From an optimization exercise on the open Yosys and OpenROAD flow, aimed at small area and a short achievable clock period; shortcuts taken in it are not production practice.
The RTL was checked by simulation tests, not by an equivalence proof against the original design.
In every run shown here, the design's own scripts or RTL, not TritonCTS, make the clock network.
The clock port is modelled as an ideal driver, which makes a skipped or thinned clock tree look cheaper than it is; a real chip needs a root buffer or a tree.
Power is estimated from default activity; no workload was simulated.

==> flow/design.v, too long to show whole: its modules and the start of the top module <==
// module apb_cordic_regfile: 2529 lines
// module rd_aoi222: 3 lines
// module rd_aoi22: 3 lines
// module rd_nand2: 3 lines
// module rd_nand3: 3 lines
// module rd_nand4: 3 lines
// module rd_nor2: 3 lines
// module rd_nor3: 3 lines
// module rd_inv: 3 lines
// module rd_en: 3 lines
module apb_cordic_regfile #(
    parameter logic [4:0]  RST_XYFRACBASE    = 5'd16,
    parameter logic [4:0]  RST_PHASEFRACBASE = 5'd16,
    parameter logic [31:0] RST_XYBASEONE     = 32'h0001_0000,
    parameter logic [31:0] RST_SCALE_FACTOR  = 32'h0000_9B75
) (
    input  logic          clk,
    input  logic          rst_n,
    input  logic          psel,
    input  logic          penable,
    input  logic          pwrite,
    input  logic [7:0]    paddr,
    input  logic [31:0]   pwdata,
    output logic [31:0]   prdata,
    output logic          pready,
    output logic          pslverr,
    output logic          cordic_start,
    output logic [2:0]    cordic_func,
    output logic [31:0]   a,
    output logic [31:0]   b,
    output logic [31:0]   c,
    output logic [31:0]   d,
    output logic [4:0]    xyfracbase,
    output logic [4:0]    phasefracbase,
    output logic [31:0]   scale_factor,
    output logic [31:0]   xybaseone,
    output logic [1023:0] invtan_flat,
    input  logic [191:0]  res_flat,
    input  logic          write_op,
    output logic          irq
);
  // ...
==> flow/flow/run.sh <==
#!/bin/bash
# Standard ORFS layout with these changes:
#  - after the standard synthesis, the read-mux AOI22 gates are set to their smallest size
#    and its NAND4 gates to the next size up (flow/downsize.tcl);
#  - the port buffers are the smallest plain buffer (buf_1) instead of a delay buffer;
#  - pins may sit one routing track apart, so a smaller die fits all 1499 ports;
#  - the clock tree is built by flow/cts.tcl (two balanced levels of clkbuf_16) instead of
#    TritonCTS, followed by timing repair; ORFS's own steps do everything after it.
set -euo pipefail
RES=orfs/results/${FLOW_PLATFORM}/apb_cordic_regfile/base
VARS=("BUFFER_PORTS_ARGS=-buffer_cell sky130_fd_sc_hd__buf_1"
      "PLACE_PINS_ARGS=-min_distance 1 -min_distance_in_tracks")
bash standard.sh synth > synth.log 2>&1
RESULTS=$RES NAND4=sky130_fd_sc_hd__nand4_2 openroad -no_init -exit flow/downsize.tcl > downsize.log 2>&1
bash standard.sh "${VARS[@]}" place > place.log 2>&1
MK=(make -C "$FLOW_HOME" DESIGN_CONFIG="$PWD/config.mk" WORK_HOME="$PWD/orfs")
export DONT_USE_CELLS="$("${MK[@]}" print-DONT_USE_CELLS | sed -n 's/^DONT_USE_CELLS: //p')"
export SETUP_SLACK_MARGIN="$("${MK[@]}" print-SETUP_SLACK_MARGIN | sed -n 's/^SETUP_SLACK_MARGIN: //p')"
export MATCH_CELL_FOOTPRINT="$("${MK[@]}" print-MATCH_CELL_FOOTPRINT | sed -n 's/^MATCH_CELL_FOOTPRINT: //p')"
export CELL_PAD_IN_SITES_DETAIL_PLACEMENT="$("${MK[@]}" print-CELL_PAD_IN_SITES_DETAIL_PLACEMENT | sed -n 's/^CELL_PAD_IN_SITES_DETAIL_PLACEMENT: //p')"
export PLATFORM_DIR="$FLOW_HOME/platforms/$FLOW_PLATFORM"
export LIB="$PLATFORM_DIR/lib/sky130_fd_sc_hd__tt_025C_1v80.lib"
export NLEAF=80 NROOT=4
RESULTS=$RES openroad -no_init -exit flow/cts.tcl > cts.log 2>&1
bash standard.sh "${VARS[@]}" finish > layout.log 2>&1
==> flow/flow/cts.tcl <==
# Clock tree built directly: the flip-flops are split by recursive bisection of their
# placement into NLEAF equal groups, each driven by one leaf clkbuf_16 at the group's
# centre; the leaves are split the same way into NROOT groups, each driven by one root
# clkbuf_16 that the clock port drives. Then the post-CTS steps: legalise, size up the
# input port buffers that drive many loads, repair_design against a tighter slew target
# (RD_SLEW, used for this repair only), repair timing, legalise.
set R $::env(RESULTS)
read_liberty $::env(LIB)
read_db $R/3_place.odb
read_sdc $R/3_place.sdc
source $::env(PLATFORM_DIR)/setRC.tcl
set_dont_use $::env(DONT_USE_CELLS)

set NLEAF [expr {[info exists ::env(NLEAF)] ? $::env(NLEAF) : 64}]
set NROOT [expr {[info exists ::env(NROOT)] ? $::env(NROOT) : 4}]
set LEAFBUF [expr {[info exists ::env(LEAFBUF)] ? $::env(LEAFBUF) : "sky130_fd_sc_hd__clkbuf_16"}]
set ROOTBUF [expr {[info exists ::env(ROOTBUF)] ? $::env(ROOTBUF) : "sky130_fd_sc_hd__clkbuf_16"}]

set db [ord::get_db]
set block [ord::get_db_block]
set clknet [$block findNet clk]

# sinks: every instance pin on the clock net
set sinks {}
foreach it [$clknet getITerms] {
  set inst [$it getInst]
  set bb [$inst getBBox]
  set x [expr {([$bb xMin] + [$bb xMax]) / 2}]
  set y [expr {([$bb yMin] + [$bb yMax]) / 2}]
  lappend sinks [list $x $y $it]
}
puts "clock sinks: [llength $sinks]"

# recursive bisection into n groups of (nearly) equal size, cutting across the longer side
proc bisect {pts n} {
  if {$n <= 1 || [llength $pts] <= 1} { return [list $pts] }
  set xs [lmap p $pts {lindex $p 0}]
  set ys [lmap p $pts {lindex $p 1}]
  set dx [expr {[tcl::mathfunc::max {*}$xs] - [tcl::mathfunc::min {*}$xs]}]
  set dy [expr {[tcl::mathfunc::max {*}$ys] - [tcl::mathfunc::min {*}$ys]}]
  set k [expr {$dx >= $dy ? 0 : 1}]
  set s [lsort -integer -index $k $pts]
  set nl [expr {$n / 2}]
  set h [expr {([llength $s] * $nl) / $n}]
  return [concat [bisect [lrange $s 0 [expr {$h-1}]] $nl] [bisect [lrange $s $h end] [expr {$n - $nl}]]]
}

proc centre {pts} {
  set sx 0; set sy 0
  foreach p $pts { incr sx [lindex $p 0]; incr sy [lindex $p 1] }
  set n [llength $pts]
  return [list [expr {$sx / $n}] [expr {$sy / $n}]]
}

proc new_buf {block master name x y} {
  set inst [odb::dbInst_create $block $master $name]
  # centre the cell on (x, y)
  set w [$master getWidth]; set h [$master getHeight]
  $inst setLocation [expr {$x - $w/2}] [expr {$y - $h/2}]
  $inst setPlacementStatus PLACED
  return $inst
}

set lm [$db findMaster $LEAFBUF]
set rm [$db findMaster $ROOTBUF]
set groups [bisect $sinks $NLEAF]
set leaves {}
set i 0
foreach g $groups {
  lassign [centre $g] cx cy
  set b [new_buf $block $lm "cts_leaf_$i" $cx $cy]
  set n [odb::dbNet_create $block "clknet_leaf_$i"]
  $n setSigType CLOCK
  foreach p $g {
    set it [lindex $p 2]
    $it disconnect
    $it connect $n
  }
  [$b findITerm X] connect $n
  lappend leaves [list $cx $cy $b]
  incr i
}
set rgroups [bisect $leaves $NROOT]
set i 0
foreach g $rgroups {
  lassign [centre $g] cx cy
  set b [new_buf $block $rm "cts_root_$i" $cx $cy]
  set n [odb::dbNet_create $block "clknet_root_$i"]
  $n setSigType CLOCK
  foreach p $g { [[lindex $p 2] findITerm A] connect $n }
  [$b findITerm X] connect $n
  [$b findITerm A] connect $clknet
  incr i
}
$clknet setSigType CLOCK
puts "leaf buffers: [llength $leaves], root buffers: $i"

set_placement_padding -global -left $::env(CELL_PAD_IN_SITES_DETAIL_PLACEMENT) -right $::env(CELL_PAD_IN_SITES_DETAIL_PLACEMENT)
detailed_placement
set_propagated_clock [all_clocks]
estimate_parasitics -placement
report_clock_latency
# Input port buffers that drive several loads: start them at a useful size (repair_timing
# leaves them alone).
set nup 0
foreach inst [$block getInsts] {
  if {![string match "input*" [$inst getName]]} continue
  set onet [[$inst findITerm X] getNet]
  set fo [llength [$onet getITerms]]
  incr fo -1
  set m ""
  if {$fo > 12} { set m sky130_fd_sc_hd__buf_8 } elseif {$fo > 3} { set m sky130_fd_sc_hd__buf_4 }
  if {$m ne ""} { $inst swapMaster [$db findMaster $m]; incr nup }
}
puts "upsized $nup input buffers"
detailed_placement
estimate_parasitics -placement
puts "before repair: WS [worst_slack -max]"
# Tighter slew target for this repair only (not written to the SDC)
if {[info exists ::env(RD_SLEW)]} {
  set_max_transition $::env(RD_SLEW) [current_design]
  repair_design -slew_margin 0 -cap_margin 20 -match_cell_footprint
  detailed_placement
  estimate_parasitics -placement
  puts "after repair_design: WS [worst_slack -max] area [rsz::design_area]"
}
set margin $::env(SETUP_SLACK_MARGIN)
set steps [expr {[info exists ::env(REPAIR_STEPS)] ? $::env(REPAIR_STEPS) : $margin}]
foreach m $steps {
  set args [list -setup_margin $m -hold_margin 0 -repair_tns 100 -verbose]
  if {$::env(MATCH_CELL_FOOTPRINT)} { lappend args -match_cell_footprint }
  puts "repair_timing $args"
  repair_timing {*}$args
  puts "after margin $m: WS [worst_slack -max] area [rsz::design_area]"
}
detailed_placement
check_placement -verbose
write_db $R/4_1_cts.odb
set f [open $R/3_place.sdc]; set sdc [read $f]; close $f
set f [open $R/4_cts.sdc w]; puts $f $sdc; puts $f "set_propagated_clock \[all_clocks\]"; close $f
==> flow/flow/downsize.tcl <==
# Set the read-mux gates to chosen sizes: AOI22 at the smallest size (timing repair upsizes
# the ones that need it), NAND4 one size up (they drive the longest wires of the mux).
read_db $::env(RESULTS)/1_synth.odb
set db [ord::get_db]
set swap [dict create sky130_fd_sc_hd__a22oi_2 sky130_fd_sc_hd__a22oi_1 sky130_fd_sc_hd__nand4_1 $::env(NAND4)]
set n 0
foreach inst [[ord::get_db_block] getInsts] {
  set m [[$inst getMaster] getName]
  if {[dict exists $swap $m]} { $inst swapMaster [$db findMaster [dict get $swap $m]]; incr n }
}
puts "resized $n read-mux gates"
write_db $::env(RESULTS)/1_synth.odb
==> flow/standard.sh <==
#!/bin/bash
# synth_recipe.tcl (not shown) runs the flow's synth.tcl, then flattens the netlist and writes it again
# the make line also repeats each setting of config.mk as NAME=value (left out here)
make -C /OpenROAD-flow-scripts/flow DESIGN_CONFIG=/design/flow/config.mk WORK_HOME=/design/flow/orfs CLKGATE_MAP_FILE= SYNTH_SCRIPT=/design/flow/synth_recipe.tcl "${@:-finish}"
==> flow/config.mk <==
export PLATFORM = sky130hd
export DESIGN_NAME = apb_cordic_regfile
export DESIGN_NICKNAME = apb_cordic_regfile
export VERILOG_FILES = /design/flow/design.v
export SDC_FILE = /design/flow/constraint.sdc
export NUM_CORES = 4
export LEC_CHECK = 0
export CAP_MARGIN = 20
export CORE_AREA = 5 5 375 375
export DIE_AREA = 0 0 380 380
export SETUP_SLACK_MARGIN = 2.8
export SLEW_MARGIN = 20
export SYNTH_HIERARCHICAL = 1
==> flow/constraint.sdc <==
create_clock -name core_clock -period 5.0 [get_ports {clk}]
set_input_delay 1.0000 -clock core_clock [delete_from_list [all_inputs] [get_ports {clk}]]
set_output_delay 1.0000 -clock core_clock [all_outputs]
set_load 0.01 [all_outputs]
==> flow_summary.yaml, run 1 <==
outcome:
  outcome: "no timing/DRC/antenna violations"
cells_and_area:
  insertedDiodeCount: 11
  final_cell_count_no_fill: 6751
  registers.top_by_ff_count: "invtan"
  seq_area_share_pct: 61.6
  largest_registers: "invtan x1024, outr x192, rd_part_q x96"
  fraction_of_area_in_multi_input_gates_pct: 19.2
  multi_input_area_um2: 14200
  area_growth_syn_to_layout_pct: 29.2
  layout.cells.most_common: "sky130_fd_sc_hd__edfxtp_1"
setup_path:
  critical_path_peak_fanout: 16
  cp_top_family: "simple AND/OR/NAND/NOR gates"
  timing.critical_path.cells: "buf_12, clkinvlp_4, nand3_4, buf_12, nor2_4, buf_8, a22oi_2, nand4_4, nor3_4"
  setup.worst_path.end: "rd_part_q[45]"
  ff2ff_setup_slack_ns: 3.44
  cp_slowest_stage_delay_ns: 0.30
global_route:
  groute.layer.met2.usage_pct: 52.1
  pin_count_of_the_biggest_net_entering_global_routing: 69
  grt_pass1_wl_um: 359000
  number_of_antenna_violations_at_the_first_check_in_global_routing: 20
placement:
  dp_hpwl_um: 193000
  placement.setup.worst_slack_ns: 1.18
  instance_area_at_placement_um2: 67900
drt:
  route.met2.wl_um: 117000
  detailroute.wirelength.met3_um: 36800
  initialDrtViolationCount: 6219
  wl_per_cell_um: 40.6
  top_layer_used: "met5"
sta:
  grt_setup_unrepaired: "yes"
  max_clock_freq_ghz: 0.447
  fin_setup_tns_ns: 0
  clock-skew-final_ns: 0.0187
clock_tree:
  clock_insertion_delay_worst_skew_ns: 0.55
power:
  seq_power_mw: 16.1
  p_switching_mw: 6.90
  power_frac_seq_pct: 61.7
floorplan:
  core_region_um2: 136000
  dieWidth_um: 380
  boundaryPins: 1503
  nWellTaps: 1781
yosys:
  post_synthesis_instance_area_um2: 57500
==> inputs of run 2 (changes only) <==
--- a/flow/design.v
+++ b/flow/design.v
@@ -2459,19 +2459,21 @@
     assign wd_xb = wd | (RST_XYBASEONE & {32{~rst_n}});
     assign wd_fb = wd[4:0] | (RST_XYFRACBASE & {5{~rst_n}});
     logic [9:0][3:0] en_w;
     generate
         for (gk = 0; gk < 10; gk++) begin : g_enw
             if (gk == 1) begin : g_none
                 assign en_w[gk] = '0;
             end else begin : g_en
+                logic wr_n;
+                rd_nand2 u_wr (.a(acc), .b(wsel_q[gk]), .y(wr_n));
                 for (genvar q = 0; q < 4; q++) begin : g_q
                     if (q == 0 || gk >= 2 && gk != 6 && gk != 7) begin : g_c
-                        rd_en u_en (.rst_n(rst_n), .acc(acc), .sel(wsel_q[gk]), .en(en_w[gk][q]));
+                        rd_nand2 u_en (.a(rst_n), .b(wr_n), .y(en_w[gk][q]));
                     end else begin : g_s
                         assign en_w[gk][q] = en_w[gk][0];
                     end
                 end
             end
         end
     endgenerate
     always_ff @(posedge clk) begin
@@ -2486,18 +2488,20 @@
             if (en_w[8][q]) scale_factor[8*q +: 8] <= wd_sf[8*q +: 8];
             if (en_w[9][q]) xybaseone[8*q +: 8]    <= wd_xb[8*q +: 8];
         end
     end
     genvar k;
     generate
         for (k = 0; k < 32; k++) begin : g_inv
             logic [3:0] en;
+            logic       wr_n;
+            rd_nand2 u_wr (.a(acc), .b(wsel_q[32 + k]), .y(wr_n));
             for (genvar q = 0; q < 4; q++) begin : g_q
-                rd_en u_en (.rst_n(rst_n), .acc(acc), .sel(wsel_q[32 + k]), .en(en[q]));
+                rd_nand2 u_en (.a(rst_n), .b(wr_n), .y(en[q]));
                 always_ff @(posedge clk) if (en[q]) invtan[k][8*q +: 8] <= wd[8*q +: 8];
             end
             assign invtan_flat[32*k +: 32] = invtan[k];
         end
     endgenerate
     always_ff @(posedge clk) begin
         if (!rst_n) begin
             cordic_start  <= 1'b0;
@@ -2546,11 +2550,8 @@
     assign y = ~(a | b);
 endmodule
 module rd_nor3 (input logic a, b, c, output logic y);
     assign y = ~(a | b | c);
 endmodule
 module rd_inv (input logic a, output logic y);
     assign y = ~a;
 endmodule
-module rd_en (input logic rst_n, acc, sel, output logic en);
-    assign en = ~rst_n | (acc & sel);
-endmodule
==> flow/config.mk (replaced) <==
export PLATFORM = sky130hd
export DESIGN_NAME = apb_cordic_regfile
export DESIGN_NICKNAME = apb_cordic_regfile
export VERILOG_FILES = /design/flow/design.v
export SDC_FILE = /design/flow/constraint.sdc
export NUM_CORES = 4
export LEC_CHECK = 0
export CAP_MARGIN = 20
export CORE_AREA = 5 5 375 375
export DIE_AREA = 0 0 380 380
export SETUP_SLACK_MARGIN = 2.75
export SLEW_MARGIN = 20
export SYNTH_HIERARCHICAL = 1
==> flow_summary.yaml, run 2 <==
outcome:
  outcome: "no timing/DRC/antenna violations"
sta:
  timing.max_slew.rel_slack_pct: 29.7
  period_needed_ns: 2.28
  period_share_pct: 45.5
  timing_worst_slew_pin_value_ns: 1.05
  max_clock_freq_ghz: 0.439
  clock-skew-final_ns: 0.0179
  fin_setup_tns_ns: 0
  grt_setup_unrepaired: "yes"
  setup_viol: 0
  final_max_slew_viol_count: 0
  finalHoldViolations: 0
placement:
  gp_congestion: 0.987
  dpl.cell_count: 6497
  port-buffer-count: 1499
  dp_hpwl_um: 197000
power:
  power_per_cell_area_nw_per_um2: 360
  power_leakage_nw: 23.5
  vdd_drop_max_mv: 0.312
floorplan:
  dieWidth_um: 380
  initial_core_util_pct: 41.7
  boundaryPins: 1503
  core_region_um2: 136000
  die_area_um2: 144000
  die_y_um: 380
  fp-row-count: 135
cells_and_area:
  top_library_cells_by_usage_in_the_layout_fill_and_taps_aside: "sky130_fd_sc_hd__edfxtp_1, sky130_fd_sc_hd__buf_1, sky130_fd_sc_hd__a22oi_1"
  postLayoutCoreUtil_pct: 53.0
  largest_registers: "invtan x1024, outr x192, rd_part_q x96"
  largest_reg_flops: 1024
  final_cell_count_no_fill: 6801
  nets: 5246
  drive_above_1_share_pct: 21.6
  registers.top_by_ff_count: "invtan"
  area_growth_syn_to_layout_pct: 27.1
  layout.cells.most_common: "sky130_fd_sc_hd__edfxtp_1"
setup_path:
  critical_path.most_common_cell: "sky130_fd_sc_hd__buf_12"
  required_ns: 5.46
  cp-end-kind: "flop"
  cp_top_family: "buffers and inverters"
  timing.critical_path.cells: "buf_8, clkinvlp_4, nand3_4, buf_12, nor2_4, buf_12, buf_4, a22oi_1, nand4_2, nor3_2"
  critical_path_buf_inv_count: 5
  worst_ep_arrival_time_ns: 2.73
  cp_slowest_stage_delay_ns: 0.28
  startpoint_type: "primary input"
  path_class: "in2reg"
  critical_path_peak_fanout: 8
  ff2ff_setup_slack_ns: 3.33
  cpMaxStageDelayCell: "sky130_fd_sc_hd__a22oi_1"
drt:
  wire_length_on_met1_um: 95000
  wl_per_cell_um: 40.1
  detailroute.wirelength.met3_um: 39800
  initialDrtViolationCount: 5942
  route.met2.wl_um: 115000
  totalWireLength_um: 273000
  detailroute.via_count: 43538
  number_of_nets_with_antenna_violations_after_detailed_routing: 0
  drt_drc: 0
  top_layer_used: "met5"
  drt-pass1-iter-count: 6
  vias_per_cell: 6.40
clock_tree:
  clkSlewWorstSetupHoldPaths_ns: 0.08
  clock_insertion_delay_worst_skew_ns: 0.56
yosys:
  post_synthesis_instance_area_um2: 56700
  synth.yosys.warnings: 11
  synth_area_per_cell_um2: 18.0
  synthesis.nets: 3381
  synth_cells: 3143
global_route:
  grt_use_total_pct: 35.9
  grt_pass1_vias: 41507
  number_of_antenna_violations_at_the_first_check_in_global_routing: 22
  globalRoute.totalOverflow: 0
  grt_pass1_wl_um: 362000
  pin_count_of_the_biggest_net_entering_global_routing: 140
job:
  drv.max_cap_violation_count: 0
hold_path:
  min_path_type: "reg2reg"
==> run 2: layer usage <==
| layer | GRT usage, % | up-vias |
|---|---|---|
| met3 | 16.0 | 779 |
| met5 | 2.31 | - |
| met2 | 52.1 | 3732 |
| li1 | - | 16843 |
| met1 | 43.6 | 22158 |
| met4 | 22.7 | 26 |
==> run 2: through the flow <==
stage	hold WS [ns]	area (um2)	power, mW	setup WS (ns)
detailed placement	0.474	66100	18.9	1.13
global route	0.507	72000	26.5	2.67
floorplan	0.456	57600	17.1	2.32
global placement	0.470	66100	18.9	1.18
finish	0.490	72000	25.9	2.72
==> run 2: layout make-up <==
| type | instances | area, um2 |
|---|---|---|
| Antenna cell | 14 | 35.0 |
| Buffer | 84 | 2100 |
| Fill cell | 11408 | 63800 |
| Inverter | 9 | 60.1 |
| Multi-Input combinational cell | 1571 | 13000 |
| Sequential cell | 1569 | 45700 |
| Tap cell | 1781 | 2230 |
| Timing Repair Buffer | 1772 | 8900 |
| Timing Repair inverter | 1 | 7.51 |
==> run 2: where the power goes <==
group | switching, mW | internal [mW] | total, mW
clock network | 3.96 | 2.94 | 6.90
registers | 0.673 | 15.4 | 16.1
logic | 2.25 | 0.660 | 2.91
==> run 2: worst reg2reg max path: stages, from the launching register on <==
cell and delay [ns]:
sky130_fd_sc_hd__dfxtp_1 0.34, sky130_fd_sc_hd__nand2_4 0.17, sky130_fd_sc_hd__nor3_4 0.07, sky130_fd_sc_hd__buf_4 0.19, sky130_fd_sc_hd__buf_4 0.16, sky130_fd_sc_hd__buf_4 0.14, sky130_fd_sc_hd__a22oi_1 0.14, sky130_fd_sc_hd__nand3_1 0.10
sky130_fd_sc_hd__nor2_1 0.26
==> run 2: path summary, 6_finish.rpt <==
check	from	endpoint	cells after the start
worst max-delay path	paddr[3]	rd_part_q[93]	10
worst min-delay path	irq_en	irq	1
worst max register to register	out_vld	rd_part_q[53]	8
worst min register to register	irq_en	irq	1

[re-timing with driven ports]
The results above use ideal ports. As a check the final layouts listed here were re-extracted and re-timed, cells and wires unchanged. Step 1 (the two cells are an assumption about what drives the block):
set clk [get_ports {clk}]
set_driving_cell -lib_cell sky130_fd_sc_hd__clkbuf_16 $clk
set_driving_cell -lib_cell sky130_fd_sc_hd__buf_2 [delete_from_list [all_inputs] $clk]
Step 2 also shifts input and output timing later by t, the mid clock arrival at the registers, as if the neighbouring blocks saw the same clock. a / b / c = ideal ports / drivers / drivers and shift; a / b = the first two.
run | t (ns) | setup WS [ns] | clock arrival spread, ns | worst register clock-pin slew, ns | worst slew at a driven data input, ns
run 1 | 0.718 | 2.761 / 2.605 / 2.073 | 0.026 / 0.027 | 0.10 / 0.10 | 0.16
run 2 | 0.718 | 2.724 / 2.562 / 2.053 | 0.025 / 0.025 | 0.09 / 0.09 | 0.14
After both steps setup and hold are still met in every run listed. The setup slack of run 1, which loses most, moves by -0.156 ns with the drivers and by -0.688 ns with both steps.
